This is an optimization exercise on Yosys and OpenROAD, whose aim is small area, a short achievable clock period and few clock cycles per item, not a production implementation. RTL that was checked went through simulation tests only; none was proved equivalent to the original. The RTL of runs 1 to 5 was laid out without a check of its function. Power and IR drop assume default switching activity.

==> config.mk <==
export PLATFORM = sky130hd
export DESIGN_NAME = pn_eval
export DESIGN_NICKNAME = pn_eval
export VERILOG_FILES = /design/flow/design.v
export SDC_FILE = /design/flow/constraint.sdc
export NUM_CORES = 8
export LEC_CHECK = 0
export CAP_MARGIN = 20
export CORE_MARGIN = 2
export CORE_UTILIZATION = 60
export SETUP_SLACK_MARGIN = 1.0
export SLEW_MARGIN = 20
==> constraint.sdc <==
create_clock -name core_clock -period 16.0 [get_ports {clk}]
set_input_delay 3.2000 -clock core_clock [delete_from_list [all_inputs] [get_ports {clk}]]
set_output_delay 3.2000 -clock core_clock [all_outputs]
set_load 0.01 [all_outputs]
==> design.v <==
package pn_eval_pkg;
  localparam logic [1:0] OP_ADD = 2'b00;
  localparam logic [1:0] OP_SUB = 2'b01;
  localparam logic [1:0] OP_MUL = 2'b10;
  localparam logic [1:0] OP_RSV = 2'b11;
endpackage
module pn_alu #(
  parameter int DW = 30
) (
  input  logic [DW-1:0] x,
  input  logic [DW-1:0] m,
  input  logic [5:0]    bd,    
  input  logic          zsel,
  input  logic [DW-1:0] z,
  input  logic          zc,
  output logic [DW-1:0] res
);
  logic [DW-1:0] pp0, pp1, row1, s, c, cv;
  logic [DW:0] sum;
  always_comb begin
    pp0 = (({DW{bd[0]}} & m) | ({DW{bd[1]}} & {m[DW-2:0], 1'b0})) ^ {DW{bd[2]}};
    pp1 = (({DW{bd[3]}} & m) | ({DW{bd[4]}} & {m[DW-2:0], 1'b0})) ^ {DW{bd[5]}};
    row1 = zsel ? z : {pp1[DW-3:0], bd[5], bd[5]};
    s = x ^ pp0 ^ row1;
    c = (x & pp0) | (x & row1) | (pp0 & row1);
    cv = {c[DW-2:0], bd[2]};
    sum = {s, 1'b1} + {cv, zsel ? zc : bd[5]};
    res = sum[DW:1];
  end
endmodule
module pn_booth (
  input  logic [4:0] w,
  output logic [5:0] bd
);
  always_comb begin
    bd[0] = w[1] ^ w[0];
    bd[1] = (w[2] & ~w[1] & ~w[0]) | (~w[2] & w[1] & w[0]);
    bd[2] = w[2];
    bd[3] = w[3] ^ w[2];
    bd[4] = (w[4] & ~w[3] & ~w[2]) | (~w[4] & w[3] & w[2]);
    bd[5] = w[4];
  end
endmodule
module pn_eval #(
  parameter int DATA_W = 3,
  parameter int OUT_W = 64,
  parameter int MAX_LEN = 20
) (
  input  logic              clk,
  input  logic              rst,
  input  logic              in_valid,
  input  logic [DATA_W-1:0] in,
  input  logic              operator,
  input  logic              mode,
  output logic              out_valid,
  output logic [OUT_W-1:0]  out,
  output logic              err
);
  localparam int VD = 9;    
  localparam int PD = 9;    
  localparam int BD = 8;    
  localparam int DW = 30;
  function automatic integer vw(input integer j);
    case (j)
      0: vw = 30;   
      1: vw = 24;
      2: vw = 21;
      3: vw = 18;
      4: vw = 16;
      5: vw = 13;
      6: vw = 10;
      7: vw = 7;
      default: vw = 4;
    endcase
  endfunction
  logic active_q, ended_q, ov_q, err_q, errA_q, errF_q, mode_q;
  logic [4:0] lvl_q, bud_q;
  logic [2:0] wp_q, rp_q;        
  logic [BD-1:0][3:0] buf_q;
  logic first, a_err, fe, a_md, up;
  logic [4:0] a_lvl, a_bud, n_lvl;
  logic [5:0] n_bud;
  assign first = in_valid & ~active_q;
  always_comb begin
    a_md = first ? mode : mode_q;
    a_lvl = first ? (a_md ? 5'd0 : 5'd1) : lvl_q;
    a_bud = first ? (a_md ? 5'd21 : 5'd19) : bud_q;
    a_err = first ? 1'b0 : errA_q;
    up = a_md ^ operator;
    n_lvl = up ? a_lvl + 5'd1 : a_lvl - 5'd1;
    n_bud = up ? {1'b0, a_bud} - 6'd2 : {1'b0, a_bud};
    if (operator && in[1:0] == pn_eval_pkg::OP_RSV) a_err = 1'b1;
    if (a_md ? operator && a_lvl < 5'd2 : a_lvl == 5'd0) a_err = 1'b1;
    if (n_bud[5]) a_err = 1'b1;
    fe = errA_q | (mode_q ? lvl_q != 5'd1 : lvl_q != 5'd0);
  end
  logic ctv_q, ct_op_q;
  logic [2:0] ct_v_q;
  logic [DW-1:0] r_q;
  logic rv_q;
  logic [VD-1:0][DW-1:0] v_q;    
  logic [PD-1:0] pv_q, pl_q;    
  logic [PD-1:0][1:0] po_q;
  logic pend_q, mb_q;
  logic [16:0] q_q;
  logic xt_q, xr_q, mt_q, wt_q, zs_q, zc_q;
  logic [5:0] bd_q;
  logic [DW-1:0] t, x, m, z, res;
  logic [5:0] bd_d;
  logic [DW-1:0] r_d;
  logic rv_d;
  logic [VD-1:0][DW-1:0] v_d;
  logic [PD-1:0] pv_d, pl_d;
  logic [PD-1:0][1:0] po_d;
  logic pend_d, mb_d, ctv_d, ct_op_d, mode_d;
  logic [2:0] ct_v_d;
  logic [16:0] q_d;
  logic xt_d, xr_d, mt_d, wt_d, zs_d, zc_d, t4_d;
  logic consume, load, avail, clr, fin_a, fin_b, fin_err;
  assign t = v_q[0];
  for (genvar i = 0; i < PD; i++) begin : g_pv
    assign pv_q[i] = po_q[i] != 2'b11;
    assign pv_d[i] = po_d[i] != 2'b11;
  end
  always_comb begin
    x = ({DW{xt_q}} & t) | ({DW{xr_q}} & r_q);
    m = mt_q ? t : r_q;
    z = {{(DW-3){zc_q}}, ct_v_q ^ {3{zc_q}}};
  end
  pn_alu #(.DW(DW)) u_alu (.x(x), .m(m), .bd(bd_q), .zsel(zs_q), .z(z), .zc(zc_q), .res(res));
  pn_booth u_bq (.w(q_d[4:0]), .bd(bq));
  pn_booth u_bt (.w({v_d[0][3:0], 1'b0}), .bd(bt));
  pn_booth u_br (.w({r_d[3:0], 1'b0}), .bd(br));
  logic a_step, a_tr, a_rv, a_fuse, a_ppush, a_fpush, a_lpush;
  logic [1:0] a_op;
  logic fz, sg, xt_p, mt_p, wt_p;
  logic [5:0] bq, bt, br, bm, bd_p, bpv;
  localparam logic [5:0] BD_ADD = 6'b000001;    
  localparam logic [5:0] BD_SUB = 6'b100101;    
  logic [2:0] rp_n;
  assign a_step = mb_q;
  assign a_tr = ~mb_q & (pend_q | (ctv_q & mode_q & ct_op_q));
  assign a_rv = ~mb_q & ~pend_q & ctv_q & ~mode_q & ~ct_op_q & pv_q[0] & pl_q[0];
  assign a_fuse = a_rv & pv_q[1] & pl_q[1] & ~po_q[1][1];
  assign a_ppush = ~mb_q & ~pend_q & ctv_q & mode_q & ~ct_op_q;
  assign a_fpush = ~mb_q & ~pend_q & ctv_q & ~mode_q & ct_op_q;
  function automatic logic mergeable(input logic [1:0] o0, o1, input logic v0, l0, v1, l1);
    mergeable = v0 & l0 & v1 & l1 & ((~o0[1] & ~o1[1]) |
                (o0 == pn_eval_pkg::OP_MUL & o1 == pn_eval_pkg::OP_MUL));
  endfunction
  logic a_mrg, n_mrg;
  assign a_mrg = a_fpush & mergeable(po_q[0], po_q[1], pv_q[0], pl_q[0], pv_q[1], pl_q[1]);
  assign a_lpush = ~mb_q & ~pend_q & ctv_q & ~mode_q & ~ct_op_q & ~(pv_q[0] & pl_q[0]);
  assign a_op = (~pend_q & mode_q) ? ct_v_q[1:0] : po_q[0];
  always_comb begin
    logic fr4, fq, swapq, single, mul;
    logic pop_v, push_v, land, land2, idle_next;
    mul = a_op == pn_eval_pkg::OP_MUL;
    fr4 = r_q[DW-1:3] == '0 || r_q[DW-1:3] == '1;
    single = wt_q | fr4;
    swapq = ((t[DW-1:7] == '0 || t[DW-1:7] == '1) && !(r_q[DW-1:7] == '0 || r_q[DW-1:7] == '1)) ||
            ((t[DW-1:11] == '0 || t[DW-1:11] == '1) && !(r_q[DW-1:11] == '0 || r_q[DW-1:11] == '1)) ||
            ((t[DW-1:15] == '0 || t[DW-1:15] == '1) && !(r_q[DW-1:15] == '0 || r_q[DW-1:15] == '1));
    fq = q_q[16:4] == '0 || q_q[16:4] == '1;
    r_d = r_q;
    rv_d = rv_q;
    v_d = v_q;
    pl_d = pl_q;
    po_d = po_q;
    pend_d = pend_q;
    mb_d = mb_q;
    q_d = q_q;
    consume = ctv_q & ~mb_q & ~pend_q;
    pop_v = 1'b0;
    push_v = 1'b0;
    land = 1'b0;
    land2 = 1'b0;
    if (a_step) begin
      r_d = res;
      v_d[0] = {t[DW-5:0], 4'b0};
      q_d = {{4{q_q[16]}}, q_q[16:4]};
      if (fq) begin
        mb_d = 1'b0;
        pop_v = 1'b1;
        if (!mode_q) land = 1'b1;
      end
    end
    if (a_tr) begin
      if (!mul || single) begin
        r_d = res;
        pop_v = 1'b1;
        if (pend_q) land = 1'b1;
      end else begin
        r_d = '0;
        mb_d = 1'b1;
        q_d = swapq ? {t[15:0], 1'b0} : {r_q[15:0], 1'b0};
        v_d[0] = swapq ? r_q : t;
      end
    end
    if (a_rv) begin
      r_d = res;
      if (a_fuse) begin
        land2 = 1'b1;
        pop_v = 1'b1;
      end else land = 1'b1;
    end
    if (a_ppush | a_lpush) begin
      push_v = rv_q & (mode_q | pv_q[0]);
      r_d = {{(DW-3){1'b0}}, ct_v_q};
      rv_d = 1'b1;
      if (!mode_q) pl_d[0] = 1'b1;
    end
    if (a_mrg & (~po_q[1][1] | single)) begin
      r_d = res;
      pop_v = 1'b1;
      po_d[0] = ct_v_q[1:0];
      pl_d[0] = 1'b0;
      po_d[1] = po_q[1][1] ? pn_eval_pkg::OP_MUL : {1'b0, po_q[0][0] ^ po_q[1][0]};
      pl_d[1] = 1'b1;
    end else if (a_fpush) begin
      for (int i = PD - 1; i > 0; i--) begin
        pl_d[i] = pl_q[i-1];
        po_d[i] = po_q[i-1];
      end
      pl_d[0] = 1'b0;
      po_d[0] = ct_v_q[1:0];
    end
    if (pop_v) begin
      for (int i = 0; i < VD - 1; i++) begin
        v_d[i] = v_q[i+1];
      end
    end
    if (push_v) begin
      for (int i = VD - 1; i > 0; i--) begin
        v_d[i] = v_q[i-1];
      end
      v_d[0] = r_q;
    end
    if (land) begin
      for (int i = 0; i < PD - 1; i++) begin
        pl_d[i] = pl_q[i+1];
        po_d[i] = po_q[i+1];
      end
      po_d[PD-1] = 2'b11;
      pl_d[PD-1] = 1'b0;
      pend_d = pv_q[1] & pl_q[1];
      pl_d[0] = pv_q[1];
    end
    if (land2) begin
      for (int i = 0; i < PD - 2; i++) begin
        pl_d[i] = pl_q[i+2];
        po_d[i] = po_q[i+2];
      end
      po_d[PD-1] = 2'b11;
      pl_d[PD-1] = 1'b0;
      po_d[PD-2] = 2'b11;
      pl_d[PD-2] = 1'b0;
      pend_d = pv_q[2] & pl_q[2];
      pl_d[0] = pv_q[2];
    end
    avail = rp_q != wp_q || in_valid;
    load = (~ctv_q | consume) & avail;
    ctv_d = load | (ctv_q & ~consume);
    if (~ctv_q | consume) {ct_op_d, ct_v_d} = rp_q != wp_q ? buf_q[rp_q] : {operator, in};
    else {ct_op_d, ct_v_d} = {ct_op_q, ct_v_q};
    rp_n = rp_q + 3'(load);
    mode_d = first ? mode : mode_q;
    idle_next = ~(ctv_q & ~consume) & ~(rp_q != wp_q) & ~pend_d & ~mb_d;
    fin_a = active_q & ~ov_q & ~ended_q & ~fe & idle_next;   
    fin_b = active_q & ~ov_q & ended_q & ~errF_q & idle_next;
    fin_err = active_q & ~ov_q & ended_q & errF_q;
    if (fin_err) r_d = '0;
    clr = rst | ov_q;
    if (clr) begin
      ctv_d = 1'b0;
      mb_d = 1'b0;
      pend_d = 1'b0;
      po_d = '1;
      pl_d = '0;
      rv_d = 1'b0;
    end
    t4_d = v_d[0][DW-1:3] == '0 || v_d[0][DW-1:3] == '1;
    fz = pv_d[1] & pl_d[1] & ~po_d[1][1];    
    sg = fz & po_d[1][0];                     
    bm = t4_d ? bt : br;
    n_mrg = ct_op_d & mergeable(po_d[0], po_d[1], pv_d[0], pl_d[0], pv_d[1], pl_d[1]);
    case (pend_d ? po_d[0] : mode_q ? ct_v_d[1:0] : po_d[1])
      pn_eval_pkg::OP_MUL: {xt_p, mt_p, wt_p, bd_p} = {1'b0, ~t4_d, t4_d, bm};
      pn_eval_pkg::OP_SUB: {xt_p, mt_p, wt_p, bd_p} = {3'b100, BD_SUB};
      default: {xt_p, mt_p, wt_p, bd_p} = {3'b100, BD_ADD};
    endcase
    case ({sg, ct_v_d})
      4'b0000: bpv = 6'b000000;
      4'b0001: bpv = 6'b000001;
      4'b0010: bpv = 6'b001110;
      4'b0011: bpv = 6'b001101;
      4'b0100: bpv = 6'b001000;
      4'b0101: bpv = 6'b001001;
      4'b0110: bpv = 6'b010110;
      4'b0111: bpv = 6'b010101;
      4'b1000: bpv = 6'b000000;
      4'b1001: bpv = 6'b100101;
      4'b1010: bpv = 6'b100110;
      4'b1011: bpv = 6'b101001;
      4'b1100: bpv = 6'b101000;
      4'b1101: bpv = 6'b101101;
      4'b1110: bpv = 6'b101110;
      default: bpv = 6'b110001;
    endcase
    xr_d = mb_d;
    zs_d = 1'b0;
    zc_d = sg ^ po_d[0][0];
    if (mb_d) {xt_d, mt_d, wt_d, bd_d} = {3'b010, bq};
    else if (pend_d | mode_q | n_mrg) {xt_d, mt_d, wt_d, bd_d} = {xt_p, mt_p, wt_p, bd_p};
    else begin
      zs_d = po_d[0] != pn_eval_pkg::OP_MUL;
      {xt_d, mt_d, wt_d} = {fz, 2'b00};
      bd_d = po_d[0] == pn_eval_pkg::OP_MUL ? bpv : sg ? BD_SUB : BD_ADD;
    end
  end
  for (genvar j = 0; j < VD; j++) begin : g_v
    localparam int WJ = vw(j);
    logic [WJ-1:0] st_q;
    always_ff @(posedge clk) st_q <= v_d[j][WJ-1:0];
    assign v_q[j] = {{(DW-WJ){st_q[WJ-1]}}, st_q};
  end
  always_ff @(posedge clk) begin
    r_q <= r_d;
    q_q <= q_d;
    po_q <= po_d;
    {ct_op_q, ct_v_q} <= {ct_op_d, ct_v_d};
    mode_q <= mode_d;
    buf_q[wp_q] <= {operator, in};
    if (in_valid) begin
      lvl_q <= n_lvl;
      bud_q <= n_bud[4:0];
    end
    err_q <= fin_err;
    {xt_q, xr_q, mt_q, wt_q, zs_q, zc_q, bd_q} <= {xt_d, xr_d, mt_d, wt_d, zs_d, zc_d, bd_d};
    ctv_q <= ctv_d;
    mb_q <= mb_d;
    pend_q <= pend_d;
    pl_q <= pl_d;
    rv_q <= rv_d;
    if (clr) begin
      active_q <= 1'b0;
      ended_q <= 1'b0;
      ov_q <= 1'b0;
      errA_q <= 1'b0;
      errF_q <= 1'b0;
      wp_q <= '0;
      rp_q <= '0;
    end else begin
      active_q <= active_q | in_valid;
      if (active_q & ~ended_q & ~in_valid) begin
        ended_q <= 1'b1;
        errF_q <= fe;
      end
      ov_q <= (~in_valid & fin_a) | fin_b | fin_err;
      if (in_valid) errA_q <= a_err;
      wp_q <= wp_q + 3'(in_valid);
      rp_q <= rp_n;
    end
  end
  assign out_valid = ov_q;
  assign err = err_q;
  assign out = {{(OUT_W-DW){r_q[DW-1]}}, r_q};
endmodule
==> flow/run.sh <==
#!/bin/bash
# The standard ORFS layout (standard.sh: the standard synthesis, floorplan, power grid, CTS
# and routing), with two changes in how it is made: the port buffers are buf_2 cells (the default
# choice is a slow delay buffer), and repair_timing keeps a larger setup margin than the 16 ns
# clock needs, so that it sizes and buffers the design for speed. Each step's full log stays in
# orfs/logs; make's output is in standard_flow.log.
set -euo pipefail
bash standard.sh "BUFFER_PORTS_ARGS=-buffer_cell sky130_fd_sc_hd__buf_2" SETUP_SLACK_MARGIN=11.4 finish > standard_flow.log 2>&1
==> standard.sh <==
#!/bin/bash
# synth_recipe.tcl (not shown) runs the flow's synth.tcl, then flattens the netlist and writes it again
# the make line also repeats each setting of config.mk as NAME=value (left out here)
make -C /OpenROAD-flow-scripts/flow DESIGN_CONFIG=/design/flow/config.mk WORK_HOME=/design/flow/orfs CLKGATE_MAP_FILE= SYNTH_SCRIPT=/design/flow/synth_recipe.tcl "${@:-finish}"
==> qor.yml, run 1 <==
avgRoutedWirePerCell_um: 21.3
worst_slew_pin_slew_ps: 1110
crit_required_ps: 16510
io_buffer_count: 73
synth_flop_cell: "dfxtp_1"
setup-tns-final_ps: 0
nFillCells: 2418
cp_max_fo: 6
slew_headroom_pct: 25.3
hold_depth: 0
syn-num-nets: 2218
finalCritPeriodShare_pct: 29.4
ff2ff_path_depth: 13
clkTransAtPathRegs_ps: 60
dr.pass1.iters: 8
rows: 64
synth_edf_count: 123
core_sq_um: 30500
grt_first_pass_wirelength_um: 84300
avgViaCountPerCell: 6.38
vias: 16400
synth-adder-area-share_pct: 6.79
post-place-ws_ps: 10230
synth_cells: 2128
postCtsHoldBufs: 0
fin_nets: 2235
ys_seq_area_share_pct: 38.0
synthMuxAreaShare_pct: 5.06
period_minus_slack_ps: 4700
drtIter0Drc: 1957
die_w_um: 180
synth_top_family_by_area: "simple AND/OR/NAND/NOR gates"
layout_setup_ws_ps: 11300
placement.cell_area_sq_um: 18800
groute.usage.overall_pct: 31.9
antenna_found_initial: 0
finalSetupViolCount: 0
synth_xor_area_share_pct: 4.87
drive_gt1_share_pct: 19.4
cts_tree: "yes"
cp-end-kind: "flip-flop"
htreeDepth: 1
postRouteAntennaNets: 0
detailed_place_hpwl_um: 35800
powerDensity_nw_per_um2: 235
synth.area.top_cells: "edfxtp_1, dfxtp_1, nand2_1"
cts_buffers: 31
wl_met1_um: 23800
r2r-start: "xr_q$_DFF_P_"
p_sw_w: 0.00228
drt_wl_total_um: 54700
p_int_w: 0.00273
avgSynthCellArea_sq_um: 8.71
vdd_drop_max_mv: 0.115
clock_latency_ps: 590
hold_class: "reg2reg"
fin_area_sq_um: 21300
yosys.area_share.simple_pct: 20.3
status: "complete, no violations"
leakagePower_nw: 8.94
crit_type: "in2reg"
power.share.sequential_pct: 26.6
reg2reg_slack_ps: 11340
overflow: 0
routed-wl-met2_um: 23400
power_frac_clock_pct: 15.1
async_flop_share_pct: 0
cts_sinks: 290
io_pins: 74
min_to: "g_v[8].st_q[3]$_DFFE_PP_"
start_kind: "input pin"
grt_pass1_vias: 15000
final-max-slew-violation-count: 0
place.gp.congestion: 1.06
synth_area_sq_um: 18500
r2r_end: "bd_q[1]$_DFF_P_"
top_layer_used: "met4"
clock_path_buffers: 3
start_util_pct: 60.7
synth_top_area_share_pct: 19.9
synth_cell_types: 96
maxCapViolCount: 0
synth_top_cell_by_area: "edfxtp_1"
ys_warn_count: 3
n_antenna_cell: 0
clock_skew_ps: 15.7
synth_seq_cells: 290
final-hold-violation-count: 0
grt_max_degree: 102
syn2layout_area_growth_pct: 15.0
synth-compound-area-share_pct: 18.4
fmax_mhz: 213
min_from: "g_v[7].st_q[3]$_DFFE_PP_"
root_buffer: "clkbuf_16"
dr_wl_met3_um: 5610
rsz0062_at_grt: "true"
route.detailed.drc: 0
crit_arrival_ps: 5210
die_h_um: 180
dieArea_sq_um: 32300
power_frac_comb_pct: 58.3
swShare_pct: 45.5
==> cells in the mapped netlist, types with 15 or more instances <==
cell type and count:
a211oi_1 22, a21o_1 16, a21oi_1 88, a221o_1 22, a22o_1 33, a22oi_1 106
and2_1 17, buf_1 29, buf_2 24, buf_4 37, clkbuf_1 75, dfxtp_1 167
edfxtp_1 123, fa_1 31, ha_1 51, inv_1 94, mux2_2 33, mux2i_1 36
nand2_1 415, nand2b_1 17, nand3_1 28, nand4_1 15, nor2_1 191, nor2b_1 21
nor3_1 43, nor4_1 23, o21ai_0 57, xnor2_1 31, xor2_1 72
==> how the worst max path moves through the flow <==
stage | depth (start not counted) | to | slack, ps | start
finish | 8 | bd_q[3]$_DFF_P_ | 11300 | rst
global route | 23 | r_q[27]$_SDFFE_PP0P_ | 11220 | mt_q$_SDFF_PP1_
CTS | 11 | bd_q[3]$_DFF_P_ | 11280 | rst
detailed placement | 17 | bd_q[1]$_DFF_P_ | 10230 | r_q[6]$_SDFFE_PP0P_
global placement | 17 | bd_q[0]$_DFF_P_ | 10330 | r_q[6]$_SDFFE_PP0P_
floorplan | 11 | bd_q[3]$_DFF_P_ | 10840 | rst
==> routing by layer <==
| metal | track usage (%) | vias up |
|---|---|---|
| met2 | 47.0 | 874 |
| li1 | - | 7589 |
| met1 | 47.7 | 7748 |
| met4 | 9.56 | 0 |
| met3 | 6.08 | 150 |
| met5 | 0 | - |
==> flip-flops by register name, summed over array words and instances (netlist names), 3 cells and up <==
signal,count
lvl_q,5
po_q,18
rp_q,3
pl_q,9
wp_q,3
r_q,30
q_q,17
g_v.st_q,143
bd_q,6
bud_q,4
ct_v_q,3
buf_q,32
==> worst max-delay path, cell delays in order <==
cell	delay [ps]
buf_8	100
or2_4	260
or3_4	430
nor4_2	260
or4_4	210
and2_4	170
or3b_4	420
o221ai_2	160
==> final cells by class <==
class | count | area, sq um | area share [%]
multi-input combinational | 1569 | 11000 | 51.7
timing repair inverter | 2 | 22.5 | 0.106
timing repair buffer | 154 | 1190 | 5.60
tap | 396 | 495 | 2.32
sequential | 290 | 7090 | 33.3
clock buffer | 42 | 857 | 4.02
clock inverter | 16 | 205 | 0.963
inverter | 97 | 425 | 2.00
==> per-stage QoR <==
step                util (%)  hold slack [ps]  power, W  instances
global placement        61.7              438   0.00365       2445
floorplan                  -              426   0.00308       2128
global route            69.9              473   0.00534       2566
detailed placement      61.7              441   0.00368       2445
finish                  69.9              456   0.00502       2566
CTS                     67.5              459   0.00472       2533
==> placed cells by master, fill, tap and decap left out, types with 16 or more instances in the layout <==
master,count
a221o_1,22
nand2b_1,16
edfxtp_1,123
nand2_1,414
nor2_1,184
a22oi_1,92
dfxtp_2,23
nor3_1,39
dfxtp_1,138
nand3_1,28
mux2_2,24
inv_1,85
fa_1,29
xor2_1,70
xnor2_1,30
clkbuf_16,33
o21ai_0,48
buf_2,70
mux2i_1,36
a22o_1,33
a21oi_1,76
nor2b_1,20
buf_4,68
a21o_1,16
a211oi_1,20
ha_1,40
==> power by group through the flow <==
stage,combinational (W),sequential [W],clock [W]
after CTS,0.00265,0.00130,0.000767
final,0.00293,0.00133,0.000757
after detailed placement,0.00237,0.00131,0
after floorplan,0.00193,0.00115,0
after global routing,0.00319,0.00135,0.000796
after global placement,0.00235,0.00130,0
==> repair_timing <==
action,4_1_cts,5_1_grt
endpoints found under the setup margin,67,25
resized for setup,100,106
gates cloned,3,4
buffers inserted,27,29
pin swaps,28,65
==> logic make-up after synthesis <==
logic type	count (synthesis)
compound gates	469
xor+xnor	103
fa+ha+maj	82
buf+inv	270
flops	290
mux	79
simple gates	835
==> run 2, diff against run 1 <==
--- a/config.mk
+++ b/config.mk
@@ -8,5 +8,6 @@
 export CAP_MARGIN = 20
 export CORE_MARGIN = 2
 export CORE_UTILIZATION = 60
+export GPL_ROUTABILITY_DRIVEN = 0
 export SETUP_SLACK_MARGIN = 1.0
 export SLEW_MARGIN = 20
==> run 2 against run 1 <==
Against the previous run:
- critical path depth grew 2
- highest routed layer unchanged
- synthesized cell count is the same
- first-iteration DRC count grew 16%
- wire length shrank 3.1%
- final cell count shrank 0.47%
==> qor.yml, run 2 <==
synth_xor_area_share_pct: 4.87
cts_tree: "yes"
dr.pass1.iters: 8
fin_nets: 2222
avgRoutedWirePerCell_um: 20.8
io_buffer_count: 73
synth_area_sq_um: 18500
p_int_w: 0.00264
synthMuxAreaShare_pct: 5.06
p_sw_w: 0.00222
clock_path_buffers: 3
grt_pass1_vias: 15200
die_h_um: 180
placement.cell_area_sq_um: 18800
reg_top3: "g_v.st_q: 143 flops, buf_q: 32 flops, r_q: 30 flops"
syn-num-nets: 2218
period_minus_slack_ps: 4890
final-hold-violation-count: 0
clkTransAtPathRegs_ps: 60
worst_slew_pin_slew_ps: 978
postCtsHoldBufs: 0
ys_warn_count: 3
synth_cell_types: 96
multi_input_area_sq_um: 10900
drt_wl_total_um: 53000
start_util_pct: 60.7
detailed_place_hpwl_um: 35400
route.detailed.drc: 0
post-place-ws_ps: 10070
grt_max_degree: 94
synth_common_cells: "nand2_1, nor2_1, dfxtp_1"
maxCapViolCount: 0
synth_edf_count: 123
slew_headroom_pct: 34.7
dieArea_sq_um: 32300
layout_setup_ws_ps: 11110
avgViaCountPerCell: 6.37
grt_first_pass_wirelength_um: 83500
yosys.area_share.simple_pct: 20.3
core_sq_um: 30500
cts_sinks: 290
fmax_mhz: 204
synth_cells: 2128
hold_class: "reg2reg"
vdd_drop_max_mv: 0.121
mostFrequentLayoutCells: "nand2_1, nor2_1, dfxtp_1"
die_w_um: 180
dp_cells: 2447
synth_most_common_cell: "nand2_1"
drive_gt1_share_pct: 18.1
final-max-slew-violation-count: 0
stdcell_count: 2554
finalSetupViolCount: 0
power.share.sequential_pct: 27.3
async_flop_share_pct: 0
status: "complete, no violations"
regMostFlops: "g_v.st_q"
powerDensity_nw_per_um2: 231
power_frac_comb_pct: 56.8
synth_seq_cells: 290
swShare_pct: 45.7
synth-adder-area-share_pct: 6.79
fin_area_sq_um: 21000
rsz0062_at_grt: "true"
cp-end-kind: "flip-flop"
htreeDepth: 2
power_frac_clock_pct: 15.9
synth_flop_cell: "dfxtp_1"
synth_top_area_share_pct: 19.9
io_pins: 74
root_buffer: "clkbuf_16"
final_common_cell: "nand2_1"
synth_top_family_by_area: "simple AND/OR/NAND/NOR gates"
largest_reg_flops: 143
leakagePower_nw: 8.82
synth_top_cell_by_area: "edfxtp_1"
start_kind: "input pin"
syn2layout_area_growth_pct: 13.6
finalCritPeriodShare_pct: 30.6
rows: 64
setup-tns-final_ps: 0
antenna_found_initial: 1
crit_arrival_ps: 5310
nFillCells: 2389
vias: 16300
synth.area.top_cells: "edfxtp_1, dfxtp_1, nand2_1"
postRouteAntennaNets: 0
groute.usage.overall_pct: 31.5
clock_skew_ps: 20.5
crit_required_ps: 16410
avgSynthCellArea_sq_um: 8.71
cts_buffers: 34
crit_type: "in2reg"
cp_max_fo: 6
ys_seq_area_share_pct: 38.0
overflow: 0
synth-compound-area-share_pct: 18.4
drtIter0Drc: 2277
regArea_sq_um: 7070
clock_latency_ps: 530
[run 2: cell counts after synthesis]
Identical to the previous run, type by type.
[run 2: path summary, 6_finish.rpt]
check                           slack [ps]  cells past startpoint                       end                      from
worst max-delay path                 11110                     10           bd_q[0]$_DFF_P_                       rst
worst max register to register       11270                     17           bd_q[1]$_DFF_P_            mode_q$_DFF_P_
worst min-delay path                   460                      0  g_v[8].st_q[0]$_DFFE_PP_  g_v[7].st_q[0]$_DFFE_PP_
worst min register to register         460                      0  g_v[8].st_q[0]$_DFFE_PP_  g_v[7].st_q[0]$_DFFE_PP_
[run 2: kinds of logic (layout without fill, tap and decap cells)]
group / Yosys count / count (layout)
compound gates: 469 / 469
xor+xnor: 103 / 103
fa+ha+maj: 82 / 82
buf+inv: 270 / 298
flops: 290 / 290
mux: 79 / 79
other cells: 0 / 1
simple gates: 835 / 836
[run 2: metrics by stage]
step	hold slack, ps	util (%)	power (W)
6_report	458	69.0	0.00486
5_1_grt	464	69.0	0.00519
4_1_cts	460	67.5	0.00463
3_5_place_dp	441	61.7	0.00367
3_3_place_gp	434	61.7	0.00365
2_1_floorplan	426	-	0.00308
[run 2: final cells by class]
cell class	instances	share of cell area (%)
diodes	1	0.0119
clock buffers	41	4.36
clock inverters	20	0.922
inverters	97	1.85
multi-input cells	1569	51.9
flip-flops and latches	290	33.6
well taps	396	2.35
repair buffers	139	4.96
repair inverters	1	0.0416
[run 2: critical path: stages]
cell,delay (ps)
buf_8,100
or2_4,280
a221oi_2,190
o21a_2,230
buf_6,120
nor4_4,40
or4_4,560
or3_4,400
o21ai_2,140
a31oi_1,50
[run 2: metal layers]
metal / vias to the layer above / global-route usage, % / routed length (um)
li1: 7556 / - / -
met1: 7700 / 46.1 / 23100
met2: 873 / 46.6 / 22800
met3: 138 / 6.60 / 5410
met4: 0 / 10.6 / 1630
met5: - / 0 / 0
[run 2: power by group through the flow]
stage	clock network, W	registers [W]	logic (W)
after floorplan	0	0.00115	0.00193
after global placement	0	0.00130	0.00235
after detailed placement	0	0.00131	0.00236
after CTS	0.000784	0.00130	0.00255
after global routing	0.000811	0.00134	0.00304
final	0.000773	0.00132	0.00276
[run 2: what timing repair did]
| action | in CTS | in global routing |
|---|---|---|
| setup buffers | 23 | 17 |
| pin swaps | 24 | 51 |
| cloned | 3 | 1 |
| resized for setup | 95 | 76 |
| endpoints found under the setup margin | 46 | 19 |
==> run 3, diff against run 2 <==
--- a/design.v
+++ b/design.v
@@ -129,7 +129,8 @@
   end
   pn_alu #(.DW(DW)) u_alu (.x(x), .m(m), .bd(bd_q), .zsel(zs_q), .z(z), .zc(zc_q), .res(res));
   pn_booth u_bq (.w(q_d[4:0]), .bd(bq));
-  pn_booth u_bt (.w({v_d[0][3:0], 1'b0}), .bd(bt));
+  logic [3:0] tn_d;    
+  pn_booth u_bt (.w({tn_d, 1'b0}), .bd(bt));
   pn_booth u_br (.w({r_d[3:0], 1'b0}), .bd(br));
   logic a_step, a_tr, a_rv, a_fuse, a_ppush, a_fpush, a_lpush;
   logic [1:0] a_op;
@@ -279,7 +280,9 @@
       pl_d = '0;
       rv_d = 1'b0;
     end
-    t4_d = v_d[0][DW-1:3] == '0 || v_d[0][DW-1:3] == '1;
+    t4_d = push_v ? fr4 : pop_v ? v_q[1][DW-1:3] == '0 || v_q[1][DW-1:3] == '1 :
+                                  t[DW-1:3] == '0 || t[DW-1:3] == '1;
+    tn_d = push_v ? r_q[3:0] : pop_v ? v_q[1][3:0] : t[3:0];
     fz = pv_d[1] & pl_d[1] & ~po_d[1][1];    
     sg = fz & po_d[1][0];                     
     bm = t4_d ? bt : br;
==> run 3 against run 2 <==
Against the previous run:
- register-to-register slack improved by 230 ps
- global-route usage fell by 1.6 points
- total power fell by 8.3%
- sequential share of layout area rose by 2.2 points
- critical path depth did not move
- worst hold slack got worse by 5.4 ps
- non-clock buffer count fell by 11
- first-iteration DRC count fell by 37%
- sequential power barely moved
- critical path type unchanged
==> qor.yml, run 3 <==
cp_top_family: "compound AO/OA/AOI/OAI gates"
detailed_place_hpwl_um: 33200
synthMuxAreaShare_pct: 6.81
mostFrequentLayoutCells: "nand2_1, edfxtp_1, nor2_1"
dieArea_sq_um: 32300
synth_flop_cell: "edfxtp_1"
synth-adder-area-share_pct: 6.59
power_frac_clock_pct: 16.8
synth_edf_count: 153
io_buffer_count: 73
start_kind: "input pin"
drive_gt1_share_pct: 14.9
avgRoutedWirePerCell_um: 20.1
worst_slew_pin_slew_ps: 1130
critical_path_cell_count: 10
synth_xor_area_share_pct: 4.77
power.share.sequential_pct: 29.4
synth_top_cell_by_area: "edfxtp_1"
crit_arrival_ps: 5100
htreeDepth: 2
start_util_pct: 60.8
status: "complete, no violations"
critPathBufInv: 2
crit_start: "rst"
period_minus_slack_ps: 4660
final-max-slew-violation-count: 0
cts_tree: "yes"
ys_seq_area_share_pct: 39.6
cp_max_fo: 5
die_h_um: 180
ys_warn_count: 3
wl_met1_um: 22500
slew_headroom_pct: 24.7
drt_wl_total_um: 49900
r2r-start: "r_q[29]$_SDFFE_PP0P_"
finalSetupViolCount: 0
routed-wl-met2_um: 22200
synth_cells: 2057
syn-num-nets: 2144
final-hold-violation-count: 0
crit_type: "in2reg"
p_sw_w: 0.00195
groute.usage.overall_pct: 29.9
synth_cell_types: 86
top_layer_used: "met4"
cts_buffers: 34
clock_path_buffers: 3
clkTransAtPathRegs_ps: 60
power_frac_comb_pct: 53.8
route.detailed.drc: 0
synth.area.top_cells: "edfxtp_1, dfxtp_1, nand2_1"
grt_first_pass_wirelength_um: 79400
fmax_mhz: 214
layout_setup_ws_ps: 11340
postCtsHoldBufs: 0
fin_nets: 2150
ff2ff_path_depth: 12
dr.pass1.iters: 6
synth-compound-area-share_pct: 17.4
core_sq_um: 30500
n_antenna_cell: 0
yosys.area_share.simple_pct: 19.0
powerDensity_nw_per_um2: 217
antenna_found_initial: 0
finalCritPeriodShare_pct: 29.1
async_flop_share_pct: 0
maxCapViolCount: 0
rsz0062_at_grt: "true"
synth_area_sq_um: 18500
final_common_cell: "nand2_1"
grt_pass1_vias: 14700
vdd_drop_max_mv: 0.136
synth_most_common_cell: "nand2_1"
vias: 15700
nFillCells: 2547
cts_sinks: 290
overflow: 0
post-place-ws_ps: 10330
crit_required_ps: 16440
grt_max_degree: 109
dr_wl_met3_um: 3820
synth_top_area_share_pct: 24.8
p_int_w: 0.00250
regArea_sq_um: 7340
endpoint: "bd_q[5]$_DFF_P_"
root_buffer: "clkbuf_16"
crit_slowest_cell: "or3_1"
crit_chain: "buf_8 > or2_4 > a211oi_1 > mux2i_1 > o221a_2 > inv_2 > ha_4 > a21oi_1 > or3_1 > a31oi_1"
multi_input_area_sq_um: 10400
reg_top3: "g_v.st_q: 143 flops, buf_q: 32 flops, r_q: 30 flops"
synth_top_family_by_area: "simple AND/OR/NAND/NOR gates"
cp-end-kind: "flip-flop"
leakagePower_nw: 8.38
r2r_end: "bd_q[3]$_DFF_P_"
max_stage_delay_ps: 380
setup-tns-final_ps: 0
reg2reg_slack_ps: 11500
swShare_pct: 43.8
synth_seq_cells: 290
largest_reg_flops: 143
clock_skew_ps: 14.9
drtIter0Drc: 1432
avgViaCountPerCell: 6.33
clock_latency_ps: 520
hold_class: "reg2reg"
die_w_um: 180
rows: 64
avgSynthCellArea_sq_um: 9.01
syn2layout_area_growth_pct: 10.8
io_pins: 74
synth_common_cells: "nand2_1, edfxtp_1, nor2_1"
postRouteAntennaNets: 0
regMostFlops: "g_v.st_q"
run 3: cell count changes in the layout (fill, tap and decap cells not counted), moves of 16 or more:
cell	before	now
nor2_1	185	146
xor2_1	71	37
mux2_2	29	53
o22ai_1	8	24
edfxtp_1	123	153
xnor2_1	29	63
dfxtp_2	18	2
run 3: cells by family after synthesis:
kind of cell	count (synthesis)
muxes	109
and+or+nand+nor	774
adders and majority gates	79
xor gates and xnor gates	101
AOI/OAI and AO/OA	453
DFF	290
buffers and inverters	251
run 3: what timing repair did:
item                                    4_1_cts  5_1_grt
pin swaps                                    19       20
endpoints found under the setup margin       29       22
buffers inserted                             16       11
cloned                                        1        1
resized for setup                            31       36
endpoints found under the hold margin         0        0
run 3: routing by layer:
metal	up-vias	GRT usage, %
li1	7389	-
met1	7545	44.4
met2	671	45.3
met3	99	4.03
met4	0	9.92
met5	-	0
run 3: worst reg2reg max path: cells and delay by family, from the launching register on:
family	cells	cell delay, ps
simple gates	6	2140
flops	1	290
compound gates	3	1090
mux	1	310
buf+inv	2	570
run 3: worst min path at each step:
stage	start	endpoint	slack, ps	cells past startpoint
finish	g_v[7].st_q[2]$_DFFE_PP_	g_v[8].st_q[2]$_DFFE_PP_	450	0
CTS	g_v[7].st_q[2]$_DFFE_PP_	g_v[8].st_q[2]$_DFFE_PP_	460	0
detailed placement	g_v[7].st_q[2]$_DFFE_PP_	g_v[8].st_q[2]$_DFFE_PP_	450	0
global placement	g_v[7].st_q[2]$_DFFE_PP_	g_v[8].st_q[2]$_DFFE_PP_	430	0
floorplan	g_v[7].st_q[0]$_DFFE_PP_	g_v[8].st_q[0]$_DFFE_PP_	430	0
global route	g_v[7].st_q[0]$_DFFE_PP_	g_v[8].st_q[0]$_DFFE_PP_	470	0
run 3: final cells by class:
class,instances,share of cell area [%]
timing repair buffer,128,4.30
inverter,92,1.74
multi-input combinational,1517,50.7
sequential,290,35.8
tap,396,2.41
clock buffer,42,4.34
clock inverter,17,0.786
run 3: through the flow:
step / power, W / cells / area [sq um] / utilization [%] / hold slack (ps)
CTS: 0.00434 / 2469 / 20300 / 66.4 / 458
global placement: 0.00348 / 2393 / 19000 / 62.2 / 431
floorplan: 0.00299 / 2057 / 18700 / - / 426
detailed placement: 0.00353 / 2393 / 19000 / 62.2 / 449
finish: 0.00445 / 2482 / 20500 / 67.3 / 452
global route: 0.00477 / 2482 / 20500 / 67.3 / 471
run 3: power groups by stage:
stage | Sequential, W | Clock (W) | Combinational, W
3_5_place_dp | 0.00131 | 0 | 0.00222
3_3_place_gp | 0.00130 | 0 | 0.00218
6_report | 0.00131 | 0.000746 | 0.00240
5_1_grt | 0.00133 | 0.000788 | 0.00265
4_1_cts | 0.00129 | 0.000760 | 0.00228
2_1_floorplan | 0.00118 | 0 | 0.00181
==> run 4, diff against run 3 <==
--- a/config.mk
+++ b/config.mk
@@ -8,6 +8,5 @@
 export CAP_MARGIN = 20
 export CORE_MARGIN = 2
 export CORE_UTILIZATION = 60
-export GPL_ROUTABILITY_DRIVEN = 0
 export SETUP_SLACK_MARGIN = 1.0
 export SLEW_MARGIN = 20
==> run 4 against run 3 <==
Against the previous run:
- still clean
- area after synthesis unchanged
- clock-buffer cell count unchanged
- flip-flop and latch count unchanged
- non-clock buffer count unchanged
- synthesized cell count unchanged
- combinational power about the same
- fmax unchanged
- critical endpoint unchanged
- largest cell class unchanged
- highest routed layer unchanged
==> qor.yml, run 4 <==
status: "complete, no violations"
drive_gt1_share_pct: 14.9
io_buffer_count: 73
avgRoutedWirePerCell_um: 20.1
regMostFlops: "g_v.st_q"
cts_buffers: 34
crit_arrival_ps: 5100
vias: 15700
power_frac_comb_pct: 53.8
dr.pass1.iters: 6
rows: 64
vdd_drop_max_mv: 0.136
n_antenna_cell: 0
reg2reg_slack_ps: 11500
synth_most_common_cell: "nand2_1"
avgSynthCellArea_sq_um: 9.01
drtIter0Drc: 1432
cts_tree: "yes"
synth_top_cell_by_area: "edfxtp_1"
synth_seq_cells: 290
synth_top_area_share_pct: 24.8
hold_depth: 0
crit_chain: "buf_8 > or2_4 > a211oi_1 > mux2i_1 > o221a_2 > inv_2 > ha_4 > a21oi_1 > or3_1 > a31oi_1"
syn2layout_area_growth_pct: 10.8
root_buffer: "clkbuf_16"
synth_flop_cell: "edfxtp_1"
finalCritPeriodShare_pct: 29.1
finalSetupViolCount: 0
stdcell_count: 2482
avgViaCountPerCell: 6.33
drt_wl_total_um: 49900
largest_reg_flops: 143
ff2ff_path_depth: 12
worst_slew_pin_slew_ps: 1130
p_int_w: 0.00250
start_util_pct: 60.8
min_to: "g_v[8].st_q[2]$_DFFE_PP_"
postRouteAntennaNets: 0
clock_path_buffers: 3
fin_area_sq_um: 20500
leakagePower_nw: 8.38
synth_edf_count: 153
die_h_um: 180
maxCapViolCount: 0
synth.area.top_cells: "edfxtp_1, dfxtp_1, nand2_1"
fmax_mhz: 214
p_total_w: 0.00445
die_w_um: 180
dieArea_sq_um: 32300
slew_headroom_pct: 24.7
powerDensity_nw_per_um2: 217
syn-num-nets: 2144
crit_required_ps: 16440
fin_nets: 2150
cp-end-kind: "flip-flop"
htreeDepth: 2
synth_cell_types: 86
groute.usage.overall_pct: 29.9
synth_area_sq_um: 18500
detailed_place_hpwl_um: 33200
place.gp.congestion: 0.893
async_flop_share_pct: 0
ys_seq_area_share_pct: 39.6
crit_slowest_cell: "or3_1"
r2r-start: "r_q[29]$_SDFFE_PP0P_"
ys_warn_count: 3
synth_cells: 2057
clock_latency_ps: 520
power.share.sequential_pct: 29.4
final-hold-violation-count: 0
clock_skew_ps: 14.9
crit_type: "in2reg"
rsz0062_at_grt: "true"
io_pins: 74
placement.cell_area_sq_um: 19000
antenna_found_initial: 0
synth_common_cells: "nand2_1, edfxtp_1, nor2_1"
power_frac_clock_pct: 16.8
min_from: "g_v[7].st_q[2]$_DFFE_PP_"
p_sw_w: 0.00195
cp_max_fo: 5
overflow: 0
grt_pass1_vias: 14700
clkTransAtPathRegs_ps: 60
core_sq_um: 30500
grt_max_degree: 109
final_common_cell: "nand2_1"
r2r_end: "bd_q[3]$_DFF_P_"
grt_first_pass_wirelength_um: 79400
postCtsHoldBufs: 0
start_kind: "input pin"
reg_top3: "g_v.st_q: 143 flops, buf_q: 32 flops, r_q: 30 flops"
swShare_pct: 43.8
route.detailed.drc: 0
period_minus_slack_ps: 4660
dp_cells: 2393
hold_class: "reg2reg"
final-max-slew-violation-count: 0
mostFrequentLayoutCells: "nand2_1, edfxtp_1, nor2_1"
max_stage_delay_ps: 380
setup-tns-final_ps: 0
cts_sinks: 290
[run 4: cell counts in the layout (fill, tap and decap cells not counted)]
No cell type changed its count.
[run 4: worst max-delay path, delay by kind of cell]
family                     cells  cell delay, ps
adders and majority gates      1             160
buffers and inverters          2             180
AOI/OAI and AO/OA              4             770
and+or+nand+nor                2             640
muxes                          1             150
[run 4: cell type report]
type	instances	area (sq um)
clock buffers	42	891
clock inverters	17	161
fillers	2547	9970
inverters	92	358
multi-input cells	1517	10400
flip-flops and latches	290	7340
well taps	396	495
repair buffers	128	882
[run 4: per-layer routing]
layer / vias to the layer above / share of wire [%] / global-route usage [%]
met5: - / 0 / 0
met4: 0 / 2.8 / 9.92
met3: 99 / 7.7 / 4.03
met2: 671 / 44 / 45.3
met1: 7545 / 45 / 44.4
li1: 7389 / - / -
[run 4: per-stage QoR]
step	util, %	hold WS (ps)	worst slack (ps)
5_1_grt	67.3	471	11270
4_1_cts	66.4	458	11320
6_report	67.3	452	11340
3_5_place_dp	62.2	449	10330
3_3_place_gp	62.2	431	10390
2_1_floorplan	-	426	10870
[run 4: timing repair]
item	in CTS	in global routing
pin swaps	19	20
gates resized for setup	31	36
gates cloned	1	1
buffers inserted	16	11
endpoints found under the setup margin	29	22
[run 4: worst max path at each step]
| stage | from | end | slack [ps] | cells past startpoint |
|---|---|---|---|---|
| after global routing | rst | bd_q[4]$_DFF_P_ | 11270 | 12 |
| after CTS | rst | bd_q[3]$_DFF_P_ | 11320 | 10 |
| after detailed placement | in_valid | lvl_q[4]$_DFFE_PP_ | 10330 | 10 |
| final | rst | bd_q[5]$_DFF_P_ | 11340 | 10 |
| after global placement | in_valid | lvl_q[4]$_DFFE_PP_ | 10390 | 10 |
| after floorplan | rst | bd_q[3]$_DFF_P_ | 10870 | 8 |
[run 4: power by group through the flow]
| stage | sequential (W) | combinational (W) | clock, W |
|---|---|---|---|
| final | 0.00131 | 0.00240 | 0.000746 |
| after global routing | 0.00133 | 0.00265 | 0.000788 |
| after CTS | 0.00129 | 0.00228 | 0.000760 |
| after detailed placement | 0.00131 | 0.00222 | 0 |
| after global placement | 0.00130 | 0.00218 | 0 |
| after floorplan | 0.00118 | 0.00181 | 0 |
[run 4: cell families (layout without fill, tap and decap cells)]
logic type	after synthesis	after routing	share of synthesized area [%]
AO/OA/AOI/OAI	453	453	17.4
XOR/XNOR	101	101	4.77
adder cells (fa/ha/maj)	79	79	6.59
buffers and inverters	251	279	5.90
flip-flops	290	290	39.6
multiplexers	109	109	6.81
AND/OR/NAND/NOR	774	775	19.0
==> run 5, diff against run 4 <==
--- a/design.v
+++ b/design.v
@@ -271,22 +271,13 @@
     fin_b = active_q & ~ov_q & ended_q & ~errF_q & idle_next;
     fin_err = active_q & ~ov_q & ended_q & errF_q;
     if (fin_err) r_d = '0;
-    clr = rst | ov_q;
-    if (clr) begin
-      ctv_d = 1'b0;
-      mb_d = 1'b0;
-      pend_d = 1'b0;
-      po_d = '1;
-      pl_d = '0;
-      rv_d = 1'b0;
-    end
     t4_d = push_v ? fr4 : pop_v ? v_q[1][DW-1:3] == '0 || v_q[1][DW-1:3] == '1 :
                                   t[DW-1:3] == '0 || t[DW-1:3] == '1;
     tn_d = push_v ? r_q[3:0] : pop_v ? v_q[1][3:0] : t[3:0];
-    fz = pv_d[1] & pl_d[1] & ~po_d[1][1];    
+    fz = po_d[1] != 2'b11 & pl_d[1] & ~po_d[1][1];    
     sg = fz & po_d[1][0];                     
     bm = t4_d ? bt : br;
-    n_mrg = ct_op_d & mergeable(po_d[0], po_d[1], pv_d[0], pl_d[0], pv_d[1], pl_d[1]);
+    n_mrg = ct_op_d & mergeable(po_d[0], po_d[1], po_d[0] != 2'b11, pl_d[0], po_d[1] != 2'b11, pl_d[1]);
     case (pend_d ? po_d[0] : mode_q ? ct_v_d[1:0] : po_d[1])
       pn_eval_pkg::OP_MUL: {xt_p, mt_p, wt_p, bd_p} = {1'b0, ~t4_d, t4_d, bm};
       pn_eval_pkg::OP_SUB: {xt_p, mt_p, wt_p, bd_p} = {3'b100, BD_SUB};
@@ -320,6 +311,15 @@
       {xt_d, mt_d, wt_d} = {fz, 2'b00};
       bd_d = po_d[0] == pn_eval_pkg::OP_MUL ? bpv : sg ? BD_SUB : BD_ADD;
     end
+    clr = rst | ov_q;
+    if (clr) begin
+      ctv_d = 1'b0;
+      mb_d = 1'b0;
+      pend_d = 1'b0;
+      po_d = '1;
+      pl_d = '0;
+      rv_d = 1'b0;
+    end
   end
   for (genvar j = 0; j < VD; j++) begin : g_v
     localparam int WJ = vw(j);
==> run 5 against run 4 <==
Against the previous run:
- final cell count up 0.28%
- fmax up 0.33%
- utilization up 0.27 points
- register-to-register slack better by 80 ps
- final area up 0.40%
- via count down 1.4%
- largest power group unchanged
- clock-buffer cell count down 2
- clock power up 3%
- worst setup slack better by 15 ps
- die area up 0.19%
==> qor.yml, run 5 <==
cp_max_fo: 4
synth_most_common_cell: "nand2_1"
period_minus_slack_ps: 4650
status: "complete, no violations"
antenna_found_initial: 0
syn2layout_area_growth_pct: 11.0
critical_path_cell_count: 13
finalSetupViolCount: 0
finalCritPeriodShare_pct: 29.1
synth_cells: 2066
cp-end-kind: "flip-flop"
drtIter0Drc: 1697
largest_reg_flops: 143
hold_class: "reg2reg"
async_flop_share_pct: 0
synth_area_sq_um: 18600
root_buffer: "clkbuf_16"
syn-num-nets: 2153
crit_chain: "buf_16 > inv_12 > nor2_4 > and2_4 > a21oi_4 > xnor2_4 > buf_6 > fa_2 > inv_2 > a21o_1 > a21oi_2 > xor2_1 > xnor2_1"
grt_pass1_vias: 14600
clock_path_buffers: 3
avgRoutedWirePerCell_um: 19.7
die_w_um: 180
vdd_drop_max_mv: 0.110
groute.usage.overall_pct: 29.6
endpoint: "lvl_q[4]$_DFFE_PP_"
critPathBufInv: 4
start_kind: "input pin"
cts_buffers: 34
final-hold-violation-count: 0
vias: 15500
max_stage_delay_ps: 200
crit_arrival_ps: 4900
p_total_w: 0.00483
dr.pass1.iters: 6
avgViaCountPerCell: 6.22
htreeDepth: 2
cts_tree: "yes"
regMostFlops: "g_v.st_q"
avgSynthCellArea_sq_um: 8.99
nFillCells: 2524
crit_required_ps: 16260
ys_seq_area_share_pct: 39.6
die_h_um: 180
r2r-start: "g_v[0].st_q[4]$_DFFE_PP_"
grt_max_degree: 83
final-max-slew-violation-count: 0
overflow: 0
dp_cells: 2398
fmax_mhz: 215
synth_common_cells: "nand2_1, nor2_1, edfxtp_1"
drive_gt1_share_pct: 15.1
reg2reg_slack_ps: 11580
slew_headroom_pct: 36.8
crit_slowest_cell: "xor2_1"
final_common_cell: "nand2_1"
synth_edf_count: 153
io_pins: 74
synth.area.top_cells: "edfxtp_1, dfxtp_1, nand2_1"
clock_skew_ps: 21.4
clock_latency_ps: 530
drt_wl_total_um: 49000
stdcell_count: 2489
rows: 64
core_sq_um: 30500
cp_top_family: "compound AO/OA/AOI/OAI gates"
start_util_pct: 60.9
ys_warn_count: 3
io_buffer_count: 73
synth_top_cell_by_area: "edfxtp_1"
crit_type: "in2reg"
cts_sinks: 291
powerDensity_nw_per_um2: 234
mostFrequentLayoutCells: "nand2_1, nor2_1, edfxtp_1"
synth_cell_types: 79
synth_seq_cells: 291
clkTransAtPathRegs_ps: 60
setup-tns-final_ps: 0
fin_nets: 2156
worst_slew_pin_slew_ps: 939
synth_top_area_share_pct: 24.7
dieArea_sq_um: 32400
reg_top3: "g_v.st_q: 143 flops, buf_q: 32 flops, r_q: 30 flops"
detailed_place_hpwl_um: 33000
route.detailed.drc: 0
grt_first_pass_wirelength_um: 79000
n_antenna_cell: 0
maxCapViolCount: 0
synth_flop_cell: "edfxtp_1"
final_util_pct: 67.6
leakagePower_nw: 8.49
rsz0062_at_grt: "true"
ff2ff_path_depth: 19
postRouteAntennaNets: 0
r2r_end: "r_q[28]$_SDFFE_PP0P_"
place.gp.congestion: 0.891
crit_start: "in_valid"
-- run 5: cell types whose count changed in the layout (fill, tap and decap cells not counted), sizes merged, moves of 7 or more --
cell,delta
a32oi,-8
nand2,-11
nor2,+19
and2,+7
o31ai,-9
a22o,+9
a21oi,+14
o21ai,-8
o211ai,-7
-- run 5: power by group --
group | switching [W] | leakage, nW | internal [W]
Clock | 0.000320 | 0.529 | 0.000445
Combinational | 0.00150 | 5.38 | 0.00119
Sequential | 0.000332 | 2.58 | 0.00104
Total | 0.00216 | 8.49 | 0.00267
-- run 5: metal layers --
metal | global-route usage [%] | vias up | share of wire, %
met1 | 44.2 | 7475 | 47
met2 | 44.2 | 545 | 44
met3 | 5.39 | 73 | 7.2
li1 | - | 7386 | -
met5 | 0 | - | 0
met4 | 7.97 | 0 | 2.1
-- run 5: metrics by stage --
stage | hold slack (ps) | cell area, sq um | worst slack, ps
finish | 454 | 20600 | 11350
global route | 467 | 20600 | 11300
CTS | 457 | 20300 | 11340
detailed placement | 442 | 18900 | 10110
global placement | 429 | 18900 | 10220
floorplan | 426 | 18700 | 10970
-- run 5: cells by family after synthesis --
group	synth area share, %
mux	6.63
flops	39.6
compound gates	17.8
simple gates	18.3
fa+ha+maj	6.58
xor+xnor	5.23
buf+inv	5.89
-- run 5: how the worst min path moves through the flow --
stage	endpoint	from	cells after the start	slack, ps
detailed placement	g_v[8].st_q[3]$_DFFE_PP_	g_v[7].st_q[3]$_DFFE_PP_	0	440
finish	g_v[8].st_q[2]$_DFFE_PP_	g_v[7].st_q[2]$_DFFE_PP_	0	450
floorplan	g_v[8].st_q[0]$_DFFE_PP_	g_v[7].st_q[0]$_DFFE_PP_	0	430
global route	g_v[8].st_q[2]$_DFFE_PP_	g_v[7].st_q[2]$_DFFE_PP_	0	470
CTS	g_v[8].st_q[2]$_DFFE_PP_	g_v[7].st_q[2]$_DFFE_PP_	0	460
global placement	g_v[8].st_q[0]$_DFFE_PP_	g_v[7].st_q[0]$_DFFE_PP_	0	430
-- run 5: repair_timing --
item | in CTS | in global routing
gates resized for setup | 44 | 35
hold endpoints to repair | 0 | 0
hold buffers | 0 | 0
pin swaps | 8 | 13
setup endpoints to repair | 39 | 89
gates cloned | 0 | 2
setup buffers | 12 | 17
-- run 5: final cells by class --
class,instances,area (sq um),share of cell area (%)
clock inverters,20,184,0.892
well taps,396,495,2.40
multi-input cells,1524,10400,50.6
clock buffers,40,915,4.44
inverters,95,374,1.81
flip-flops and latches,291,7370,35.8
repair buffers,123,852,4.13
==> run 6, diff against run 5 <==
--- a/design.v
+++ b/design.v
@@ -238,14 +238,22 @@
       v_d[0] = r_q;
     end
     if (land) begin
-      for (int i = 0; i < PD - 1; i++) begin
-        pl_d[i] = pl_q[i+1];
-        po_d[i] = po_q[i+1];
+      if ((mb_q | pend_q) & pv_q[1] & ~pl_q[1] & ctv_q & ct_op_q & ~mode_q) begin
+        po_d[0] = ct_v_q[1:0];
+        pl_d[0] = 1'b0;
+        pl_d[1] = 1'b1;
+        pend_d = 1'b0;
+        consume = 1'b1;
+      end else begin
+        for (int i = 0; i < PD - 1; i++) begin
+          pl_d[i] = pl_q[i+1];
+          po_d[i] = po_q[i+1];
+        end
+        po_d[PD-1] = 2'b11;
+        pl_d[PD-1] = 1'b0;
+        pend_d = pv_q[1] & pl_q[1];
+        pl_d[0] = pv_q[1];
       end
-      po_d[PD-1] = 2'b11;
-      pl_d[PD-1] = 1'b0;
-      pend_d = pv_q[1] & pl_q[1];
-      pl_d[0] = pv_q[1];
     end
     if (land2) begin
       for (int i = 0; i < PD - 2; i++) begin
--- a/config.mk
+++ b/config.mk
@@ -8,5 +8,6 @@
 export CAP_MARGIN = 20
 export CORE_MARGIN = 2
 export CORE_UTILIZATION = 60
+export GPL_ROUTABILITY_DRIVEN = 0
 export SETUP_SLACK_MARGIN = 1.0
 export SLEW_MARGIN = 20
==> run 6 against run 5 <==
Against the previous run:
- final cell count is 1.7% higher
- clock skew increased by 6.8 ps
- wire length down 1.2%
- register-to-register slack gained 60 ps
- combinational power is 3% higher
- critical path depth decreased by 12
- critical endpoint is now out[20]
- largest power group unchanged
==> qor.yml, run 6 <==
status: "complete, no violations"
r2r_end: "r_q[26]$_SDFFE_PP0P_"
rsz0062_at_grt: "false"
critical_path_cell_count: 1
clkTransAtPathRegs_ps: 60
cp_max_fo: 7
final-max-slew-violation-count: 0
hold_class: "reg2reg"
start_kind: "flip-flop"
fin_nets: 2191
drtIter0Drc: 1411
core_sq_um: 31300
synth_top_area_share_pct: 24.3
synth_area_sq_um: 18900
route.detailed.drc: 0
worst_slew_pin_slew_ps: 1120
synth_cell_types: 88
hold_depth: 0
finalSetupViolCount: 0
layout_setup_ws_ps: 11410
maxCapViolCount: 0
syn-num-nets: 2214
post-place-ws_ps: 10310
async_flop_share_pct: 0
power_frac_comb_pct: 56.9
synth_edf_count: 153
multi_input_area_sq_um: 10700
n_antenna_cell: 0
power.share.sequential_pct: 28.2
clock_skew_ps: 28.2
grt_pass1_vias: 14300
p_sw_w: 0.00218
clock_latency_ps: 600
synth_flop_cell: "edfxtp_1"
synth_most_common_cell: "nand2_1"
cts_tree: "yes"
crit_chain: "buf_2"
p_total_w: 0.00489
min_to: "g_v[8].st_q[0]$_DFFE_PP_"
die_w_um: 182
period_minus_slack_ps: 4590
synth_cells: 2127
min_from: "g_v[7].st_q[0]$_DFFE_PP_"
fmax_mhz: 218
detailed_place_hpwl_um: 33100
avgRoutedWirePerCell_um: 19.1
overflow: 0
critPathBufInv: 1
syn2layout_area_growth_pct: 8.73
slew_headroom_pct: 24.8
regArea_sq_um: 7390
max_stage_delay_ps: 590
synth_top_cell_by_area: "edfxtp_1"
antenna_found_initial: 0
final_common_cell: "nand2_1"
drt_wl_total_um: 48400
htreeDepth: 1
vdd_drop_max_mv: 0.149
crit_required_ps: 12800
cts_buffers: 31
groute.usage.overall_pct: 28.9
postRouteAntennaNets: 0
mostFrequentLayoutCells: "nand2_1, nor2_1, edfxtp_1"
postCtsHoldBufs: 0
dr.pass1.iters: 5
ff2ff_path_depth: 19
ys_warn_count: 3
grt_max_degree: 91
dieArea_sq_um: 33000
r2r-start: "mt_q$_SDFF_PP1_"
setup-tns-final_ps: 0
largest_reg_flops: 143
final-hold-violation-count: 0
drive_gt1_share_pct: 14.1
io_pins: 74
final_util_pct: 65.7
regMostFlops: "g_v.st_q"
start_util_pct: 60.5
synth.area.top_cells: "edfxtp_1, dfxtp_1, nand2_1"
io_buffer_count: 73
powerDensity_nw_per_um2: 237
crit_slowest_cell: "dfxtp_1"
avgViaCountPerCell: 6.21
avgSynthCellArea_sq_um: 8.90
vias: 15700
p_int_w: 0.00270
reg2reg_slack_ps: 11640
swShare_pct: 44.7
clock_path_buffers: 3
grt_first_pass_wirelength_um: 78000
cp_top_family: "flip-flops"
synth_seq_cells: 291
die_h_um: 182
root_buffer: "clkbuf_16"
rows: 65
crit_type: "reg2out"
power_frac_clock_pct: 14.9
synth_common_cells: "nand2_1, nor2_1, edfxtp_1"
cp-end-kind: "primary output"
ys_seq_area_share_pct: 38.9
crit_arrival_ps: 1390
reg_top3: "g_v.st_q: 143 flops, buf_q: 32 flops, r_q: 30 flops"
nFillCells: 2619
finalCritPeriodShare_pct: 28.7
leakagePower_nw: 8.25
cts_sinks: 291
-- run 6: cell types whose count changed in the layout (fill, tap and decap cells not counted), moves of 8 or more --
cell | previous run | this run
a31oi_1 | 10 | 19
a221o_1 | 23 | 2
nand3_1 | 24 | 34
nand2_1 | 394 | 408
dfxtp_1 | 126 | 115
a211oi_1 | 21 | 34
mux2i_1 | 40 | 58
buf_4 | 44 | 26
o21ai_0 | 33 | 42
xnor2_1 | 69 | 38
xor2_1 | 41 | 71
dfxtp_2 | 11 | 23
o22a_1 | 1 | 9
-- run 6: cell type report --
cell class / count / area share, %
multi-input combinational: 1586 / 51.8
sequential: 291 / 35.9
clock buffer: 44 / 4.47
timing repair buffer: 102 / 3.13
tap: 402 / 2.44
inverter: 92 / 1.69
clock inverter: 14 / 0.584
-- run 6: what timing repair did --
| action | CTS | global route |
|---|---|---|
| gates resized for setup | 20 | 35 |
| gates cloned | 0 | 1 |
| setup buffers | 2 | 9 |
| pin swaps | 1 | 4 |
| endpoints found under the setup margin | 53 | 26 |
-- run 6: through the flow --
stage | hold WS [ps] | area (sq um) | instances
after floorplan | 426 | 19000 | 2127
after global placement | 436 | 19300 | 2461
after detailed placement | 449 | 19300 | 2461
after CTS | 458 | 20400 | 2521
after global routing | 477 | 20600 | 2531
final | 457 | 20600 | 2531
-- run 6: cells by family (layout without fill, tap and decap cells) --
group                      count (synthesis)  in the layout  synth area share, %
AOI/OAI and AO/OA                        464            464                 17.0
xor gates and xnor gates                 110            110                 5.09
adders and majority gates                 79             79                 6.45
buffers and inverters                    250            252                 5.82
DFF                                      291            291                 38.9
muxes                                    128            128                 7.69
and+or+nand+nor                          805            805                 19.1
-- run 6: power groups by stage --
stage                     clock, W  sequential [W]  combinational (W)
after CTS                 0.000747         0.00136            0.00266
after global placement           0         0.00137            0.00260
after floorplan                  0         0.00121            0.00220
final                     0.000730         0.00138            0.00278
after detailed placement         0         0.00137            0.00264
after global routing      0.000772         0.00140            0.00311
-- run 6: worst max path at each step --
| stage | slack, ps | startpoint | to |
|---|---|---|---|
| after floorplan | 10970 | in_valid | lvl_q[4]$_DFFE_PP_ |
| after global placement | 10390 | in_valid | lvl_q[4]$_DFFE_PP_ |
| after detailed placement | 10310 | in_valid | lvl_q[4]$_DFFE_PP_ |
| after CTS | 11330 | in_valid | lvl_q[4]$_DFFE_PP_ |
| after global routing | 11340 | in[0] | bd_q[0]$_DFF_P_ |
| final | 11410 | r_q[20]$_SDFFE_PP0P_ | out[20] |
-- run 6: routing by layer --
layer  global-route usage, %  part of all wire (%)  vias to the layer above
met2                    41.8                    42                      641
li1                        -                     -                     7512
met3                    4.61                   7.9                       90
met4                    8.23                   2.6                        0
met5                       0                     0                        -
met1                    44.6                    48                     7477
Testbench counts of run 6, summed over its fixed seeds: cycles 4,712, items 384.
==> run 7, diff against run 6 <==
--- a/config.mk
+++ b/config.mk
@@ -8,6 +8,5 @@
 export CAP_MARGIN = 20
 export CORE_MARGIN = 2
 export CORE_UTILIZATION = 60
-export GPL_ROUTABILITY_DRIVEN = 0
 export SETUP_SLACK_MARGIN = 1.0
 export SLEW_MARGIN = 20
==> run 7 against run 6 <==
Against the previous run:
- worst hold slack better by 5.8 ps
- critical path depth stayed put
- synthesized cell count stayed put
- register-to-register slack worse by 50 ps
- via count is 0.36% lower
- non-clock buffer count is 2 higher
- area after synthesis stayed put
- wire length is 1.0% higher
- total power is 0.83% lower
- largest cell class unchanged
==> qor.yml, run 7 <==
cp_top_family: "flip-flops"
status: "complete, no violations"
htreeDepth: 1
fin_nets: 2193
setup-tns-final_ps: 0
critPathBufInv: 1
r2r-start: "mt_q$_SDFF_PP1_"
worst_slew_pin_slew_ps: 1010
power_frac_comb_pct: 57.2
final_util_pct: 65.6
yosys.area_share.simple_pct: 19.1
vdd_drop_max_mv: 0.127
synth_common_cells: "nand2_1, nor2_1, edfxtp_1"
avgViaCountPerCell: 6.19
powerDensity_nw_per_um2: 236
cp-end-kind: "primary output"
antenna_found_initial: 0
rows: 65
ys_seq_area_share_pct: 38.9
final-max-slew-violation-count: 0
core_sq_um: 31300
mostFrequentLayoutCells: "nand2_1, nor2_1, edfxtp_1"
period_minus_slack_ps: 4580
start_util_pct: 60.5
detailed_place_hpwl_um: 33600
n_antenna_cell: 0
avgRoutedWirePerCell_um: 19.3
finalCritPeriodShare_pct: 28.7
drive_gt1_share_pct: 14.0
cts_sinks: 291
groute.usage.overall_pct: 29.1
root_buffer: "clkbuf_16"
final_common_cell: "nand2_1"
grt_max_degree: 103
synth_flop_cell: "edfxtp_1"
grt_pass1_vias: 14300
hold_class: "reg2reg"
crit_required_ps: 12800
ff2ff_path_depth: 19
grt_first_pass_wirelength_um: 78300
crit_start: "r_q[9]$_SDFFE_PP0P_"
swShare_pct: 44.8
io_pins: 74
synth.area.top_cells: "edfxtp_1, dfxtp_1, nand2_1"
synth_area_sq_um: 18900
ys_warn_count: 3
die_h_um: 182
dr.pass1.iters: 6
dieArea_sq_um: 33000
maxCapViolCount: 0
rsz0062_at_grt: "true"
clock_path_buffers: 3
synth_cell_types: 88
reg2reg_slack_ps: 11590
cp_max_fo: 8
fmax_mhz: 218
hold_slack_ps: 463
place.gp.congestion: 0.901
power.share.sequential_pct: 28.3
fin_area_sq_um: 20500
cts_buffers: 31
largest_reg_flops: 143
clkTransAtPathRegs_ps: 60
crit_arrival_ps: 1380
synth_most_common_cell: "nand2_1"
reg_top3: "g_v.st_q: 143 flops, buf_q: 32 flops, r_q: 30 flops"
critical_path_cell_count: 1
synth_top_family_by_area: "simple AND/OR/NAND/NOR gates"
endpoint: "out[9]"
crit_slowest_cell: "dfxtp_1"
avgSynthCellArea_sq_um: 8.90
-- run 7: worst min-delay path by stage --
stage | startpoint | to | depth (start not counted)
2_1_floorplan | g_v[7].st_q[0]$_DFFE_PP_ | g_v[8].st_q[0]$_DFFE_PP_ | 0
3_3_place_gp | g_v[7].st_q[2]$_DFFE_PP_ | g_v[8].st_q[2]$_DFFE_PP_ | 0
3_5_place_dp | g_v[7].st_q[2]$_DFFE_PP_ | g_v[8].st_q[2]$_DFFE_PP_ | 0
4_1_cts | g_v[7].st_q[2]$_DFFE_PP_ | g_v[8].st_q[2]$_DFFE_PP_ | 0
5_1_grt | buf_q[31]$_DFF_P_ | buf_q[31]$_DFF_P_ | 1
6_report | g_v[7].st_q[2]$_DFFE_PP_ | g_v[8].st_q[2]$_DFFE_PP_ | 0
-- run 7: cells by family (layout without fill, tap and decap cells) --
| family | Yosys count | in the layout |
|---|---|---|
| adder cells (fa/ha/maj) | 79 | 79 |
| AO/OA/AOI/OAI | 464 | 464 |
| XOR/XNOR | 110 | 110 |
| AND/OR/NAND/NOR | 805 | 805 |
| buffers and inverters | 250 | 253 |
| flip-flops | 291 | 291 |
| multiplexers | 128 | 128 |
-- run 7: stage by stage --
stage / power, W / setup slack (ps) / std cells
after floorplan: 0.00341 / 10970 / 2127
after CTS: 0.00475 / 11350 / 2522
final: 0.00484 / 11420 / 2532
after detailed placement: 0.00400 / 10320 / 2462
after global placement: 0.00397 / 10380 / 2462
after global routing: 0.00524 / 11320 / 2532
-- run 7: cell type report --
cell class | instances | area (sq um)
clock inverters | 9 | 61.3
repair buffers | 104 | 656
clock buffers | 48 | 930
fillers | 2644 | 10800
multi-input cells | 1586 | 10600
well taps | 402 | 503
flip-flops and latches | 291 | 7390
inverters | 92 | 348
-- run 7: power groups by stage --
stage	registers, W	logic, W	clock network (W)
2_1_floorplan	0.00121	0.00220	0
3_3_place_gp	0.00136	0.00261	0
3_5_place_dp	0.00136	0.00264	0
4_1_cts	0.00135	0.00268	0.000712
5_1_grt	0.00140	0.00310	0.000738
6_report	0.00137	0.00277	0.000699
-- run 7: timing repair --
item                                    CTS  global route
buffers inserted                          3             9
hold buffers                              0             0
pin swaps                                 2             6
endpoints found under the setup margin   60            31
resized for setup                        20            38
gates cloned                              0             1
-- run 7: per-layer routing --
layer | share of wire, % | up-vias | global-route usage [%]
met2 | 42 | 656 | 42.4
met3 | 8.1 | 74 | 4.37
li1 | - | 7513 | -
met4 | 2.2 | 0 | 6.60
met1 | 48 | 7421 | 45.5
met5 | 0 | - | 0
